What follows belongs to an exercise in optimizing a design on an open flow for small area and a short achievable clock period; a production flow would make more cautious choices. The RTL was checked by simulation tests, not by an equivalence proof against the original design. Power is estimated from default activity; no workload was simulated.

==> design/flow/flow/run.sh <==
#!/bin/bash
# Layout: the standard flow, with buf_4 as the port buffer cell instead of the
# cell buffer_ports picks by itself. ORFS's own logs stay under orfs/logs.
set -euo pipefail
export BUFFER_PORTS_ARGS="-buffer_cell sky130_fd_sc_hd__buf_4"
bash standard.sh > standard.log 2>&1
==> design/flow/standard.sh <==
#!/bin/bash
# synth_recipe.tcl (not shown) runs the flow's synth.tcl, then flattens the netlist and writes it again
# the make line also repeats each setting of config.mk as NAME=value (left out here)
make -C /OpenROAD-flow-scripts/flow DESIGN_CONFIG=/design/flow/config.mk WORK_HOME=/design/flow/orfs CLKGATE_MAP_FILE= SYNTH_SCRIPT=/design/flow/synth_recipe.tcl "${@:-finish}"
==> design/flow/config.mk <==
export PLATFORM = sky130hd
export DESIGN_NAME = sliding_window_maximum_core
export DESIGN_NICKNAME = sliding_window_maximum_core
export VERILOG_FILES = /design/flow/design.v
export SDC_FILE = /design/flow/constraint.sdc
export NUM_CORES = 4
export LEC_CHECK = 0
export CAP_MARGIN = 20
export CORE_MARGIN = 2
export CORE_UTILIZATION = 50
export CTS_CLUSTER_DIAMETER = 110
export CTS_CLUSTER_SIZE = 22
export SETUP_SLACK_MARGIN = 2.7
export SLEW_MARGIN = 20
export SYNTH_HIERARCHICAL = 1
==> design/flow/constraint.sdc <==
create_clock -name core_clock -period 5.0 [get_ports {i_clk}]
set_input_delay 1.0000 -clock core_clock [delete_from_list [all_inputs] [get_ports {i_clk}]]
set_output_delay 1.0000 -clock core_clock [all_outputs]
set_load 0.01 [all_outputs]
==> design/flow/design.v <==
package swm_pkg;
    localparam int WINDOW_MAX_DEF   = 64;
    localparam int SAMPLE_WIDTH_DEF = 16;
    localparam int CFG_W            = 7;
    localparam logic [CFG_W-1:0] WINDOW_RESET = CFG_W'(1);
endpackage
module swm_cell #(
    parameter int SAMPLE_WIDTH = swm_pkg::SAMPLE_WIDTH_DEF
) (
    input  logic                    i_clk,
    input  logic                    i_shift,       
    input  logic [SAMPLE_WIDTH-1:0] i_prev_value,  
    input  logic                    i_prev_cand,   
    input  logic                    i_in_window,   
    input  logic [SAMPLE_WIDTH-1:0] i_newest_n,    
    output logic [SAMPLE_WIDTH-1:0] o_value,
    output logic                    o_cand,        
    output logic                    o_next_cand    
);
    logic [SAMPLE_WIDTH-1:0] r_value;
    logic                    r_cand;
    logic                    not_above;
    swm_gt u_gt (.i_a(r_value), .i_b_n(i_newest_n), .o_ngt(not_above));
    assign o_next_cand = r_cand && !not_above;
    always_ff @(posedge i_clk) begin
        if (i_shift) begin
            r_value <= i_prev_value;
            r_cand  <= i_prev_cand && i_in_window;
        end
    end
    assign o_value = r_value;
    assign o_cand  = r_cand;
endmodule
module swm_group #(
    parameter int N            = 15,
    parameter int SAMPLE_WIDTH = swm_pkg::SAMPLE_WIDTH_DEF
) (
    input  logic                           i_clk,
    input  logic                           i_shift,
    input  logic [SAMPLE_WIDTH-1:0]        i_newest,      
    input  logic [SAMPLE_WIDTH-1:0]        i_prev_value,  
    input  logic                           i_prev_cand,   
    input  logic [N-1:0]                   i_in_window,
    output logic [N-1:0][SAMPLE_WIDTH-1:0] o_value,
    output logic [N-1:0]                   o_cand,
    output logic                           o_next_cand    
);
    logic [SAMPLE_WIDTH-1:0] r_newest_n;
    logic [SAMPLE_WIDTH-1:0] newest_n_next;
    logic [N-1:0]            next_cand;
    swm_hold #(.W(SAMPLE_WIDTH)) u_hold (
        .i_en (i_shift),
        .i_d  (~i_newest),
        .i_q  (r_newest_n),
        .o_y  (newest_n_next)
    );
    always_ff @(posedge i_clk) begin
        r_newest_n <= newest_n_next;
    end
    logic [N-1:0][SAMPLE_WIDTH-1:0] prev_value;
    logic [N-1:0]                   prev_cand;
    assign prev_value = {o_value[N-2:0], i_prev_value};
    assign prev_cand  = {next_cand[N-2:0], i_prev_cand};
    genvar gi;
    generate
        for (gi = 0; gi < N; gi++) begin : g_cell
            swm_cell #(
                .SAMPLE_WIDTH (SAMPLE_WIDTH)
            ) u_cell (
                .i_clk        (i_clk),
                .i_shift      (i_shift),
                .i_prev_value (prev_value[gi]),
                .i_prev_cand  (prev_cand[gi]),
                .i_in_window  (i_in_window[gi]),
                .i_newest_n   (r_newest_n),
                .o_value      (o_value[gi]),
                .o_cand       (o_cand[gi]),
                .o_next_cand  (next_cand[gi])
            );
        end
    endgenerate
    assign o_next_cand = next_cand[N-1];
endmodule
module swm_hold #(
    parameter int W = 16
) (
    input  logic         i_en,
    input  logic [W-1:0] i_d,
    input  logic [W-1:0] i_q,
    output logic [W-1:0] o_y
);
    genvar i;
    generate
        for (i = 0; i < W; i++) begin : g_bit
            swm_mux2 u (.s(i_en), .a1(i_d[i]), .a0(i_q[i]), .y(o_y[i]));
        end
    endgenerate
endmodule
module swm_mux2 (input logic s, input logic a1, input logic a0, output logic y);
    assign y = s ? a1 : a0;
endmodule
module swm_nand2 (input logic a, input logic b, output logic y);
    assign y = !(a & b);
endmodule
module swm_nor2 (input logic a, input logic b, output logic y);
    assign y = !(a | b);
endmodule
module swm_nand3 (input logic a, input logic b, input logic c, output logic y);
    assign y = !(a & b & c);
endmodule
module swm_nand4 (input logic a, input logic b, input logic c, input logic d,
                  output logic y);
    assign y = !(a & b & c & d);
endmodule
module swm_nor3 (input logic a, input logic b, input logic c, output logic y);
    assign y = !(a | b | c);
endmodule
module swm_inv (input logic a, output logic y);
    assign y = !a;
endmodule
module swm_a22oi (input logic a1, input logic a2, input logic b1, input logic b2,
                  output logic y);
    assign y = !((a1 & a2) | (b1 & b2));
endmodule
module swm_recent_sel (
    input  logic k_is2,
    input  logic k_is3,
    input  logic new_gt,
    input  logic pair_gt,
    output logic y
);
    assign y = k_is2 || (k_is3 ? !new_gt : !pair_gt);
endmodule
module swm_or2 (input logic a, input logic b, output logic y);
    assign y = a | b;
endmodule
module swm_o21ai (input logic a1, input logic a2, input logic b1, output logic y);
    assign y = !((a1 | a2) & b1);
endmodule
module swm_a21oi (input logic a1, input logic a2, input logic b1, output logic y);
    assign y = !((a1 & a2) | b1);
endmodule
module swm_gt #(
    parameter bit CIN = 1'b0
) (
    input  logic [15:0] i_a,
    input  logic [15:0] i_b_n,
    output logic        o_ngt
);
    logic [15:0] ng0, np0;    
    logic [7:0]  g1, p1;      
    logic [3:0]  ng2, np2;    
    logic [1:0]  g3;          
    logic        p3;          
    genvar i;
    generate
        for (i = 0; i < 16; i++) begin : g_b
            if (i == 0 && CIN) begin : g_c
                swm_nor2 u_g (.a(i_a[i]), .b(i_b_n[i]), .y(ng0[i]));
            end else begin : g_g
                swm_nand2 u_g (.a(i_a[i]), .b(i_b_n[i]), .y(ng0[i]));
            end
            if (i > 0) begin : g_p
                swm_nor2 u_p (.a(i_a[i]), .b(i_b_n[i]), .y(np0[i]));
            end else begin : g_nop
                assign np0[i] = 1'b0;
            end
        end
        for (i = 0; i < 8; i++) begin : g_l1
            swm_o21ai u_g (.a1(np0[2*i+1]), .a2(ng0[2*i]), .b1(ng0[2*i+1]), .y(g1[i]));
            if (i > 0) begin : g_p
                swm_nor2 u_p (.a(np0[2*i+1]), .b(np0[2*i]), .y(p1[i]));
            end else begin : g_nop
                assign p1[i] = 1'b0;
            end
        end
        for (i = 0; i < 4; i++) begin : g_l2
            swm_a21oi u_g (.a1(p1[2*i+1]), .a2(g1[2*i]), .b1(g1[2*i+1]), .y(ng2[i]));
            if (i > 0) begin : g_p
                swm_nand2 u_p (.a(p1[2*i+1]), .b(p1[2*i]), .y(np2[i]));
            end else begin : g_nop
                assign np2[i] = 1'b1;
            end
        end
        for (i = 0; i < 2; i++) begin : g_l3
            swm_o21ai u_g (.a1(np2[2*i+1]), .a2(ng2[2*i]), .b1(ng2[2*i+1]), .y(g3[i]));
        end
    endgenerate
    swm_nor2  u_p3  (.a(np2[3]), .b(np2[2]), .y(p3));
    swm_a21oi u_top (.a1(p3), .a2(g3[0]), .b1(g3[1]), .y(o_ngt));
endmodule
module swm_oldest4 (
    input  logic [3:0] i_flag,
    input  logic       i_older,
    output logic [3:0] o_oldest
);
    assign o_oldest[3] = i_flag[3] && !i_older;
    assign o_oldest[2] = i_flag[2] && !i_flag[3] && !i_older;
    assign o_oldest[1] = i_flag[1] && !(i_flag[2] || i_flag[3]) && !i_older;
    assign o_oldest[0] = i_flag[0] && !(i_flag[1] || i_flag[2] || i_flag[3]) && !i_older;
endmodule
module swm_oldest #(
    parameter int N = 60
) (
    input  logic [N-1:0] i_flag,
    output logic [N-1:0] o_oldest
);
    localparam int NG = N / 4;
    logic [NG-1:0] n01, n23, s0, ns1, s2, ns3, s4, older;
    genvar g;
    generate
        for (g = 0; g < NG; g++) begin : g_grp
            swm_nor2  u_n01 (.a(i_flag[4*g]),   .b(i_flag[4*g+1]), .y(n01[g]));
            swm_nor2  u_n23 (.a(i_flag[4*g+2]), .b(i_flag[4*g+3]), .y(n23[g]));
            swm_nand2 u_any (.a(n01[g]), .b(n23[g]), .y(s0[g]));
            if (g + 1 < NG) begin : g_l1
                swm_nor2 u (.a(s0[g]), .b(s0[g+1]), .y(ns1[g]));
            end else begin : g_l1i
                swm_inv u (.a(s0[g]), .y(ns1[g]));
            end
            if (g + 2 < NG) begin : g_l2
                swm_nand2 u (.a(ns1[g]), .b(ns1[g+2]), .y(s2[g]));
            end else begin : g_l2i
                swm_inv u (.a(ns1[g]), .y(s2[g]));
            end
            if (g + 4 < NG) begin : g_l3
                swm_nor2 u (.a(s2[g]), .b(s2[g+4]), .y(ns3[g]));
            end else begin : g_l3i
                swm_inv u (.a(s2[g]), .y(ns3[g]));
            end
            if (g + 8 < NG) begin : g_l4
                swm_nand2 u (.a(ns3[g]), .b(ns3[g+8]), .y(s4[g]));
            end else begin : g_l4i
                swm_inv u (.a(ns3[g]), .y(s4[g]));
            end
            if (g + 1 < NG) begin : g_older
                assign older[g] = s4[g+1];
            end else begin : g_oldest
                assign older[g] = 1'b0;
            end
            swm_oldest4 u_sel (
                .i_flag   (i_flag[4*g +: 4]),
                .i_older  (older[g]),
                .o_oldest (o_oldest[4*g +: 4])
            );
        end
    endgenerate
endmodule
module swm_pick #(
    parameter int W = 16
) (
    input  logic [59:0]        i_sel,
    input  logic [59:0][W-1:0] i_value,
    output logic [W-1:0]       o_value_n
);
    genvar b, i;
    generate
        for (b = 0; b < W; b++) begin : g_bit
            logic [59:0] t1;
            logic [14:0] t2;
            logic [4:0]  t3;
            logic [1:0]  t4;
            for (i = 0; i < 60; i++) begin : g_l1
                swm_nand2 u (.a(i_sel[i]), .b(i_value[i][b]), .y(t1[i]));
            end
            for (i = 0; i < 15; i++) begin : g_l2
                swm_nand4 u (.a(t1[4*i]), .b(t1[4*i+1]), .c(t1[4*i+2]), .d(t1[4*i+3]), .y(t2[i]));
            end
            for (i = 0; i < 5; i++) begin : g_l3
                swm_nor3 u (.a(t2[3*i]), .b(t2[3*i+1]), .c(t2[3*i+2]), .y(t3[i]));
            end
            swm_nand3 u_l4a (.a(t3[0]), .b(t3[1]), .c(t3[2]), .y(t4[0]));
            swm_nand2 u_l4b (.a(t3[3]), .b(t3[4]), .y(t4[1]));
            swm_nor2  u_l5  (.a(t4[0]), .b(t4[1]), .y(o_value_n[b]));
        end
    endgenerate
endmodule
module sliding_window_maximum_core #(
    parameter int WINDOW_MAX   = swm_pkg::WINDOW_MAX_DEF,
    parameter int SAMPLE_WIDTH = swm_pkg::SAMPLE_WIDTH_DEF,
    parameter int TDATA_W      = ((SAMPLE_WIDTH + 7) / 8) * 8
) (
    input  logic                      i_clk,
    input  logic                      i_rst_n,
    input  logic                      i_s_tvalid,
    output logic                      o_s_tready,
    input  logic [TDATA_W-1:0]        i_s_tdata,    
    input  logic                      i_s_tuser,    
    output logic                      o_m_tvalid,
    input  logic                      i_m_tready,
    output logic [TDATA_W-1:0]        o_m_tdata,    
    input  logic                      i_cfg_we,
    input  logic [swm_pkg::CFG_W-1:0] i_cfg_wdata
);
    localparam int NFLAG  = WINDOW_MAX - 4;
    localparam int NSLOT  = NFLAG + 1;
    localparam int FILL_W = $clog2(WINDOW_MAX);    
    localparam logic [SAMPLE_WIDTH-1:0] SIGN = {1'b1, {(SAMPLE_WIDTH-1){1'b0}}};
    logic [6:0]                r_k;         
    logic                      r_ready;     
    logic [FILL_W-1:0]         r_fill;
    logic                      r_out_valid;
    logic [SAMPLE_WIDTH-1:0]   r_out;       
    logic [SAMPLE_WIDTH-1:0]   r_new;       
    logic [SAMPLE_WIDTH-1:0]   r_pair;
    logic [SAMPLE_WIDTH-1:0]   r_recent;
    logic [SAMPLE_WIDTH-1:0]   r_part_n;    
    logic [NFLAG-1:0]          r_oldest;
    logic                      accept;
    logic                      advance;
    logic                      emit;
    logic [SAMPLE_WIDTH-1:0]   sample;
    logic [6:0]                win_k;
    logic                      k_is1;
    logic                      k_is2;
    logic                      k_is3;
    logic                      k_ge5;
    logic [NFLAG-1:0]                   in_window;
    logic [NSLOT-1:0][SAMPLE_WIDTH-1:0] value;
    logic [NFLAG-1:0]                   cand;
    logic [NFLAG-1:0]                   oldest;
    logic [SAMPLE_WIDTH-1:0]            picked_n;
    logic r_out_empty;
    logic s_tready_n;
    swm_nor2 u_s_tready_n (.a(r_out_empty), .b(i_m_tready), .y(s_tready_n));
    swm_inv  u_s_tready   (.a(s_tready_n), .y(o_s_tready));
    assign accept     = i_s_tvalid && (r_out_empty || i_m_tready);
    assign advance    = accept && !i_cfg_we;
    assign sample     = i_s_tdata[SAMPLE_WIDTH-1:0] ^ SIGN;
    logic [6:0] cfg_k;
    always_comb begin
        if (i_cfg_wdata == '0) begin
            cfg_k = 7'd1;
        end else if (32'(i_cfg_wdata) > 32'(WINDOW_MAX)) begin
            cfg_k = 7'(WINDOW_MAX);
        end else begin
            cfg_k = 7'(i_cfg_wdata);
        end
    end
    assign win_k = r_k;
    assign k_is1 = (win_k == 7'd1);
    assign k_is2 = (win_k == 7'd2);
    assign k_is3 = (win_k == 7'd3);
    assign k_ge5 = (win_k >= 7'd5);
    genvar gi;
    generate
        for (gi = 0; gi < NFLAG; gi++) begin : g_win
            assign in_window[gi] = (32'(win_k) >= gi + 5);
        end
    endgenerate
    assign emit = i_s_tuser ? k_is1 : r_ready;
    logic ready_next;
    logic fill_reaches;
    assign fill_reaches = (32'(r_fill) + 2 >= 32'(r_k));
    assign ready_next   = i_s_tuser ? (r_k <= 7'd2) : fill_reaches;
    logic [FILL_W-1:0] fill_next;
    always_comb begin
        if (i_s_tuser) begin
            fill_next = FILL_W'(1);
        end else if (r_fill != '1) begin
            fill_next = r_fill + 1'b1;
        end else begin
            fill_next = r_fill;
        end
    end
    localparam int NGRP = 4;
    localparam int GSZ  = NFLAG / NGRP;
    logic [NGRP-1:0]                   grp_next_cand;
    logic [NGRP-1:0][SAMPLE_WIDTH-1:0] grp_prev_value;
    logic [NGRP-1:0]                   grp_prev_cand;
    generate
        for (gi = 0; gi < NGRP; gi++) begin : g_grp
            if (gi == 0) begin : g_first
                assign grp_prev_value[gi] = r_new;
                assign grp_prev_cand[gi]  = 1'b1;
            end else begin : g_next
                assign grp_prev_value[gi] = value[gi*GSZ-1];
                assign grp_prev_cand[gi]  = grp_next_cand[gi-1];
            end
            swm_group #(
                .N            (GSZ),
                .SAMPLE_WIDTH (SAMPLE_WIDTH)
            ) u_grp (
                .i_clk        (i_clk),
                .i_shift      (advance),
                .i_newest     (sample),
                .i_prev_value (grp_prev_value[gi]),
                .i_prev_cand  (grp_prev_cand[gi]),
                .i_in_window  (in_window[gi*GSZ +: GSZ]),
                .o_value      (value[gi*GSZ +: GSZ]),
                .o_cand       (cand[gi*GSZ +: GSZ]),
                .o_next_cand  (grp_next_cand[gi])
            );
        end
    endgenerate
    logic [SAMPLE_WIDTH-1:0] r_last;
    always_ff @(posedge i_clk) begin
        if (advance) begin
            r_last <= value[NFLAG-1];
        end
    end
    assign value[NSLOT-1] = r_last;
    swm_oldest #(
        .N (NFLAG)
    ) u_oldest (
        .i_flag   (cand),
        .o_oldest (oldest)
    );
    swm_pick #(
        .W (SAMPLE_WIDTH)
    ) u_pick (
        .i_sel   (r_oldest),
        .i_value (value[NSLOT-1:1]),
        .o_value_n (picked_n)
    );
    logic                    new_gt_sample;
    logic                    pair_gt_sample;
    logic                    recent_gt_sample;
    logic                    part_gt_sample;
    logic                    part_gt_recent;
    logic                    take_sample;
    logic                    take_part;
    logic [SAMPLE_WIDTH-1:0] result;
    logic [SAMPLE_WIDTH-1:0] pair_next;
    logic [SAMPLE_WIDTH-1:0] recent_next;
    swm_gt #(.CIN(1'b1)) u_new_s    (.i_a(sample),   .i_b_n(~r_new),    .o_ngt(new_gt_sample));
    swm_gt #(.CIN(1'b1)) u_pair_s   (.i_a(sample),   .i_b_n(~r_pair),   .o_ngt(pair_gt_sample));
    swm_gt #(.CIN(1'b1)) u_recent_s (.i_a(sample),   .i_b_n(~r_recent), .o_ngt(recent_gt_sample));
    swm_gt #(.CIN(1'b1)) u_part_s   (.i_a(sample),   .i_b_n(r_part_n),  .o_ngt(part_gt_sample));
    swm_gt #(.CIN(1'b1)) u_part_r   (.i_a(r_recent), .i_b_n(r_part_n),  .o_ngt(part_gt_recent));
    logic                    load_out;
    logic                    sel_x, sel_p, sel_r, sel_h;
    logic                    recent_sel;
    logic [SAMPLE_WIDTH-1:0] part_tc;
    logic [SAMPLE_WIDTH-1:0] recent_tc;
    logic [SAMPLE_WIDTH-1:0] out_next;
    always_comb begin
        take_sample = k_is1 || (!recent_gt_sample && (!k_ge5 || !part_gt_sample));
        take_part   = k_ge5 && part_gt_recent;
        load_out    = advance && emit;
        sel_x       = load_out && take_sample;
        sel_p       = load_out && !take_sample && take_part;
        sel_r       = load_out && !take_sample && !take_part;
        sel_h       = !load_out;
        pair_next   = new_gt_sample ? r_new : sample;
        recent_next = recent_sel ? sample : (k_is3 ? r_new : r_pair);
    end
    swm_recent_sel u_recent_sel (
        .k_is2   (k_is2),
        .k_is3   (k_is3),
        .new_gt  (new_gt_sample),
        .pair_gt (pair_gt_sample),
        .y       (recent_sel)
    );
    assign part_tc   = ~r_part_n ^ SIGN;
    assign recent_tc = r_recent ^ SIGN;
    genvar bi;
    generate
        for (bi = 0; bi < SAMPLE_WIDTH; bi++) begin : g_out
            logic t_xp, t_rh;
            swm_a22oi u_xp (.a1(sel_x), .a2(i_s_tdata[bi]), .b1(sel_p), .b2(part_tc[bi]),   .y(t_xp));
            swm_a22oi u_rh (.a1(sel_r), .a2(recent_tc[bi]), .b1(sel_h), .b2(r_out[bi]),     .y(t_rh));
            swm_nand2 u_or (.a(t_xp), .b(t_rh), .y(out_next[bi]));
        end
    endgenerate
    always_ff @(posedge i_clk) begin
        if (!i_rst_n) begin
            r_k         <= 7'(swm_pkg::WINDOW_RESET);
            r_fill      <= '0;
            r_ready     <= 1'b1;
            r_out_valid <= 1'b0;
            r_out_empty <= 1'b1;
        end else begin
            if (i_cfg_we) begin
                r_k     <= cfg_k;
                r_fill  <= '0;
                r_ready <= (cfg_k == 7'd1);
            end else if (accept) begin
                r_fill  <= fill_next;
                r_ready <= ready_next;
            end
            if (advance && emit) begin
                r_out_valid <= 1'b1;
                r_out_empty <= 1'b0;
            end else if (i_m_tready) begin
                r_out_valid <= 1'b0;
                r_out_empty <= 1'b1;
            end
        end
    end
    logic [NFLAG-1:0] oldest_next;
    swm_hold #(.W(NFLAG)) u_oldest_hold (
        .i_en (advance),
        .i_d  (oldest),
        .i_q  (r_oldest),
        .o_y  (oldest_next)
    );
    always_ff @(posedge i_clk) begin
        if (advance) begin
            r_new    <= sample;
            r_pair   <= pair_next;
            r_recent <= recent_next;
            r_part_n <= picked_n;
        end
        r_out    <= out_next;
        r_oldest <= oldest_next;
    end
    assign o_m_tvalid = r_out_valid;
    assign o_m_tdata  = TDATA_W'(r_out);
endmodule
==> impl_metrics.csv, run 1 <==
group,metric,value,unit
outcome,status,"no timing/DRC/antenna violations",
timing,hold_viol,0,
power,ir_drop,0.2277,mV
layout,drive_above_1_share,12.89,%
hold_path,hp-start,"g_grp[3].u_grp.g_cell[14].u_cell.r_value[15]",
global_routing,grt_pass1_wl,288.4,mm
synth,yosysWarnings,9,
critical_path,arrival,1.35,ns
critical_path,end_kind,"output pin",
job,maxCapViolations,0,
critical_path,crit_type,"in2out",
layout,area_delta_synth_final,8.703,%
placement,dp_cells,8945,
floorplanning,die_w,365.3,µm
layout,final_cell_mix,"nand2_1 (2,288), nor2_1 (1,555), edfxtp_1 (1,100), o21ai_1 (647), a21oi_2 (320)",
floorplanning,die_h,365.3,µm
critical_path,r2r_slack,2.68,ns
synth,synth.cell_area,65280,µm²
hold_path,min_path_type,"reg2reg",
critical_path,critPathBufInv,3,
power,p_seq_share,54.7,%
drt,final_antenna_net_count,0,
timing,fin_ws,2.652,ns
timing,post-route-min-period,2.348,ns
timing,slew-limit-headroom,28.28,%
power,p_int,16.33,mW
drt,drt-total-wl,194.7,mm
power,p_comb_share,18.8,%
timing,rsz0062_at_grt,"yes",
global_routing,grt_max_degree,145,
floorplanning,pin_count,47,
hold_path,holdPathEnd,"r_last[15]",
timing,setup_violations,0,
clock_tree,root_buffer,"clkbuf_16",
critical_path,cp_common_cell,"buf_6",
clock_tree,clk_latency,0.70,ns
critical_path,critical_path_required,4.00,ns
timing,finalCritPeriodShare,46.95,%
power,p_leak,25.75,nW
timing,finalSetupTns,0,ns
power,switching_share,30.97,%
clock_tree,cts_num_sinks,1256,
layout,layout.nets,7338,
layout,layout_commonest_cell,"nand2_1",
global_routing,antenna_found_initial,2,
critical_path,r2r-start,"r_oldest[32]",
global_routing,grt_use_total,28.38,%
global_routing,overflow,0,
placement,globalplace.congestion,0.9050,
floorplanning,fp-row-count,132,
critical_path,regToRegEndpoint,"r_part_n[7]",
synth,avgSynthCellArea,9.151,µm²
clock_tree,hold_buffers,0,
critical_path,reg2reg_depth,5,
power,p_switching,7.326,mW
critical_path,path_max_fanout,5,
drt,viasPerCell,5.666,
clock_tree,cts_tree,"built",
floorplanning,core_area,129500,µm²
timing,skew,0.03159,ns
critical_path,cp_slowest_cell,"buf_6",
power,pwr-share-clk,26.5,%
clock_tree,clk_pin_slew_worst_paths,0.10,ns
timing,fmax,426.0,MHz
clock_tree,numCtsBuffers,67,
clock_tree,clockBufferDepth,3,
global_routing,grt_pass1_vias,46650,
critical_path,path_delay_family,"buffers and inverters",
clock_tree,htree_num_levels,3,
drt,drc_errors,0,
critical_path,startpoint_type,"primary input",
critical_path,worstPathCellList,"buf_6, nor2_2, inv_1, buf_6",
timing,tightest_slew,1.074,ns
power,power_density,333.3,nW/µm²
layout,stdcell_count,9091,
drt,dr.first_iter.drc_count,5021,
drt,vias,51510,
placement,hpwlAfterDp,138.0,mm
placement,pre_cts_ws,1.192,ns
floorplanning,dieArea,133500,µm²
synth,synth_cells,7134,
floorplanning,start_util,50.42,%
drt,avgRoutedWirePerCell,21.42,µm
placement,portBuffers,46,
hold_path,hold_path_depth,0,
timing,final_max_slew_viol_count,0,
critical_path,cpPeakStageDelay,0.11,ns
drt,dr.pass1.iters,6,
registers in the layout, summed over array words and instances (netlist names), 7 cells and up:
register and flops:
g_grp.u_grp.g_cell.u_cell.r_cand 60, r_last 16, g_grp.u_grp.r_newest_n 64, r_pair 16, r_recent 16, r_oldest 60, r_k 7, r_part_n 16
r_out 16, g_grp.u_grp.g_cell.u_cell.r_value 960, r_new 16
metal layers:
| metal | wire length (µm) | global-route usage (%) |
|---|---|---|
| met1 | 86390 | 39.90 |
| met2 | 90700 | 46.30 |
| met3 | 11420 | 3.381 |
| met4 | 6207 | 8.255 |
| met5 | 12 | 0 |
power groups by stage:
stage / Combinational [mW] / Sequential [mW] / Clock [mW]
global route: 4.88 / 13.1 / 6.76
detailed placement: 4.34 / 13.2 / 0
CTS: 4.39 / 12.9 / 6.43
finish: 4.44 / 12.9 / 6.27
floorplan: 2.94 / 13.3 / 0
global placement: 4.24 / 13.1 / 0
area by class of cell:
cell class / instances / area [µm²]
Fill cell: 11560 / 58520
Sequential cell: 1256 / 36250
Multi-Input combinational cell: 5702 / 28690
Tap cell: 1742 / 2180
Clock buffer: 113 / 1977
Timing Repair Buffer: 117 / 1251
Inverter: 156 / 589.3
Clock inverter: 2 / 23.77
Antenna cell: 3 / 7.507
how the worst max path moves through the flow:
stage	startpoint	end	depth (start not counted)
3_5_place_dp	i_s_tdata[15]	r_out[9]	12
5_1_grt	r_out_empty	o_s_tready	3
3_3_place_gp	i_s_tdata[15]	r_out[1]	12
4_1_cts	r_out_empty	o_s_tready	3
2_1_floorplan	i_s_tvalid	r_out[0]	6
6_report	i_m_tready	o_s_tready	4
through the flow:
stage	hold slack, ns	area (µm²)	util [%]	total power, mW
2_1_floorplan	0.4262	65340	-	16.23
3_3_place_gp	0.4269	68200	52.67	17.39
3_5_place_dp	0.4357	68200	52.67	17.50
4_1_cts	0.4511	70650	54.57	23.77
5_1_grt	0.4708	70960	54.80	24.70
6_report	0.4446	70960	54.81	23.65
what timing repair did:
item | 4_1_cts | 5_1_grt
setup endpoints to repair | 1041 | 872
gates resized for setup | 84 | 35
pin swaps | 10 | 5
setup buffers | 15 | 0
cloned | 3 | 10
==> run 2, diff against run 1 <==
--- a/design/flow/config.mk
+++ b/design/flow/config.mk
@@ -9,3 +9,3 @@
 export CORE_MARGIN = 2
-export CORE_UTILIZATION = 50
+export CORE_UTILIZATION = 55
 export CTS_CLUSTER_DIAMETER = 110
==> impl_metrics.csv, run 2 <==
group,metric,value,unit
global_routing,overflow,0,
critical_path,cpPeakStageDelay,0.55,ns
floorplanning,die_h,348.5,µm
critical_path,crit_path_start,"r_oldest[2]",
floorplanning,die_w,348.5,µm
clock_tree,cts_tree,"built",
timing,post-route-min-period,2.384,ns
hold_path,min_path_type,"reg2reg",
critical_path,cp_slowest_cell,"dfxtp_1",
critical_path,critPathBufInv,0,
clock_tree,hold_buffers,0,
layout,final_design_area_no_fill,70650,µm²
critical_path,cp-endpoint,"r_part_n[1]",
timing,finalSetupTns,0,ns
critical_path,path_max_fanout,17,
critical_path,reg2reg_depth,5,
timing,setup_violations,0,
timing,skew,0.02242,ns
synth,yosysWarnings,9,
critical_path,cp.depth,5,
critical_path,regToRegEndpoint,"r_part_n[1]",
placement,placed_area,68020,µm²
clock_tree,numCtsBuffers,67,
clock_tree,clockBufferDepth,3,
layout,top_register,"g_grp.u_grp.g_cell.u_cell.r_value",
drt,avgRoutedWirePerCell,21.72,µm
timing,tightest_slew,1.088,ns
timing,fmax,419.4,MHz
synth,avgSynthCellArea,9.151,µm²
critical_path,critical_path_required,5.49,ns
layout,largest_reg_flops,960,
placement,portBuffers,46,
floorplanning,start_util,55.36,%
layout,n_antenna_cell,0,
synth,synth_cells,7134,
global_routing,grt_max_degree,188,
drt,drt-total-wl,193.2,mm
power,power_density,332.3,nW/µm²
clock_tree,root_buffer,"clkbuf_16",
timing,rsz0062_at_grt,"yes",
layout,top_regs,"g_grp.u_grp.g_cell.u_cell.r_value: 960 flops, g_grp.u_grp.r_newest_n: 64 flops",
global_routing,grt_pass1_wl,290.1,mm
floorplanning,fp-row-count,126,
layout,area_delta_synth_final,8.216,%
synth,synth.cell_area,65280,µm²
timing,slew-limit-headroom,27.36,%
placement,hpwlAfterDp,138.9,mm
drt,dr.pass1.iters,7,
critical_path,crit_type,"reg2reg",
critical_path,r2r_slack,2.62,ns
drt,vias,51990,
clock_tree,cts_num_sinks,1256,
outcome,status,"no timing/DRC/antenna violations",
job,maxCapViolations,0,
floorplanning,core_area,117900,µm²
floorplanning,pin_count,47,
timing,finalCritPeriodShare,47.69,%
timing,hold_viol,0,
layout,layout.nets,7354,
critical_path,worstPathCellList,"nand2_1, nand4_1, nor3_2, nand3_1, nor2_1",
power,p_leak,25.75,nW
critical_path,end_kind,"flip-flop",
floorplanning,dieArea,121500,µm²
power,ir_drop,0.3150,mV
global_routing,antenna_found_initial,1,
clock_tree,clk_pin_slew_worst_paths,0.10,ns
placement,globalplace.congestion,0.9409,
drt,drc_errors,0,
timing,final_max_slew_viol_count,0,
drt,dr.first_iter.drc_count,5383,
critical_path,path_delay_family,"simple AND/OR/NAND/NOR gates",
clock_tree,htree_num_levels,3,
critical_path,arrival,2.88,ns
layout,layout_commonest_cell,"nand2_1",
critical_path,startpoint_type,"flip-flop",
drt,viasPerCell,5.843,
global_routing,grt_use_total,31.13,%
clock_tree,clk_latency,0.69,ns
layout,final_cell_mix,"nand2_1 (2,290), nor2_1 (1,554), edfxtp_1 (1,100), o21ai_1 (648), a21oi_2 (320)",
critical_path,r2r-start,"r_oldest[2]",
global_routing,grt_pass1_vias,47640,
drt,final_antenna_net_count,0,
layout,drive_above_1_share,12.96,%
## run 2: how the worst min path moves through the flow
stage	from	endpoint	slack, ns	cells after the start
after global routing	g_grp[3].u_grp.g_cell[14].u_cell.r_value[7]	r_last[7]	0.46	0
after detailed placement	g_grp[3].u_grp.g_cell[14].u_cell.r_value[1]	r_last[1]	0.43	0
after CTS	g_grp[3].u_grp.g_cell[14].u_cell.r_value[7]	r_last[7]	0.46	0
after global placement	g_grp[3].u_grp.g_cell[14].u_cell.r_value[7]	r_last[7]	0.43	0
after floorplan	g_grp[3].u_grp.g_cell[14].u_cell.r_value[0]	r_last[0]	0.43	0
final	g_grp[3].u_grp.g_cell[14].u_cell.r_value[15]	r_last[15]	0.46	0
## run 2: repair_timing
action                                  in CTS  in global routing
gates cloned                                 7                  2
hold endpoints to repair                     0                  0
endpoints found under the setup margin     668                308
buffers inserted                            21                  1
gates resized for setup                     74                 40
pin swaps                                    7                  6
## run 2: worst register-to-register path, cell delays in order, from the launching register on
cell	delay, ns
dfxtp_1	0.55
nand2_1	0.17
nand4_1	0.21
nor3_2	0.49
nand3_1	0.45
nor2_1	0.33
## run 2: final cells by class
cell class              instances  area (µm²)
multi-input cells            5702       28650
repair buffers                132        1329
repair inverters                1       5.005
clock inverters                 8       81.33
inverters                     156       593.1
clock buffers                 107        1837
flip-flops and latches       1256       36230
well taps                    1536        1922
fillers                     10120       47280
## run 2: routing by layer
| metal | global-route usage [%] | routed length (µm) | part of all wire, % |
|---|---|---|---|
| met3 | 3.874 | 12130 | 6.3 |
| met4 | 11.85 | 8167 | 4.2 |
| met1 | 42.98 | 83430 | 43 |
| met5 | 0 | 12 | 0.0062 |
| met2 | 50.39 | 89480 | 46 |
## run 2: through the flow
stage	setup WS, ns	power (mW)	utilization, %	instances	hold WS [ns]
floorplan	-23.88	16.23	-	7137	0.4262
global placement	1.262	17.38	57.68	8752	0.4304
detailed placement	1.179	17.50	57.68	8752	0.4320
CTS	2.671	23.56	59.78	8895	0.4572
global route	2.645	24.45	59.91	8898	0.4646
finish	2.616	23.47	59.91	8898	0.4567
## run 2: power by group
part           total [mW]  internal [mW]  switching (mW)
sequential           12.9           12.0           0.852
combinational        4.53           1.59            2.94
clock                6.08           2.58            3.50

separate check: timing with driven ports:
Ports are ideal in the flow. The routed layouts listed here were re-timed in OpenROAD.
Step 1: set_driving_cell puts a clkbuf_16 on i_clk and a buf_2 on each other input, an assumption about the parent block.
Step 2 adds t to the input delays and takes it off the output delays; t is the mean of the earliest and latest rising clock arrival at the registers after step 1. Input paths then give back, and output paths get back, about the clock's delay inside the block.
a / b / c = ideal ports / drivers / drivers and shift; a / b = the first two.
run	t, ns	setup WS [ns]	hold WS [ns]	latest minus earliest clock arrival (ns)	slew at the worst register clock pin (ns)
run 1	0.770	2.652 / 2.586 / 2.035	0.445 / 0.445 / 0.445	0.035 / 0.035	0.10 / 0.10
run 2	0.750	2.616 / 2.616 / 2.020	0.457 / 0.457 / 0.457	0.026 / 0.026	0.10 / 0.10
After both steps every run listed still meets setup and hold. The setup slack of run 1, which loses most, moves by -0.066 ns with the drivers and by -0.617 ns with both steps.
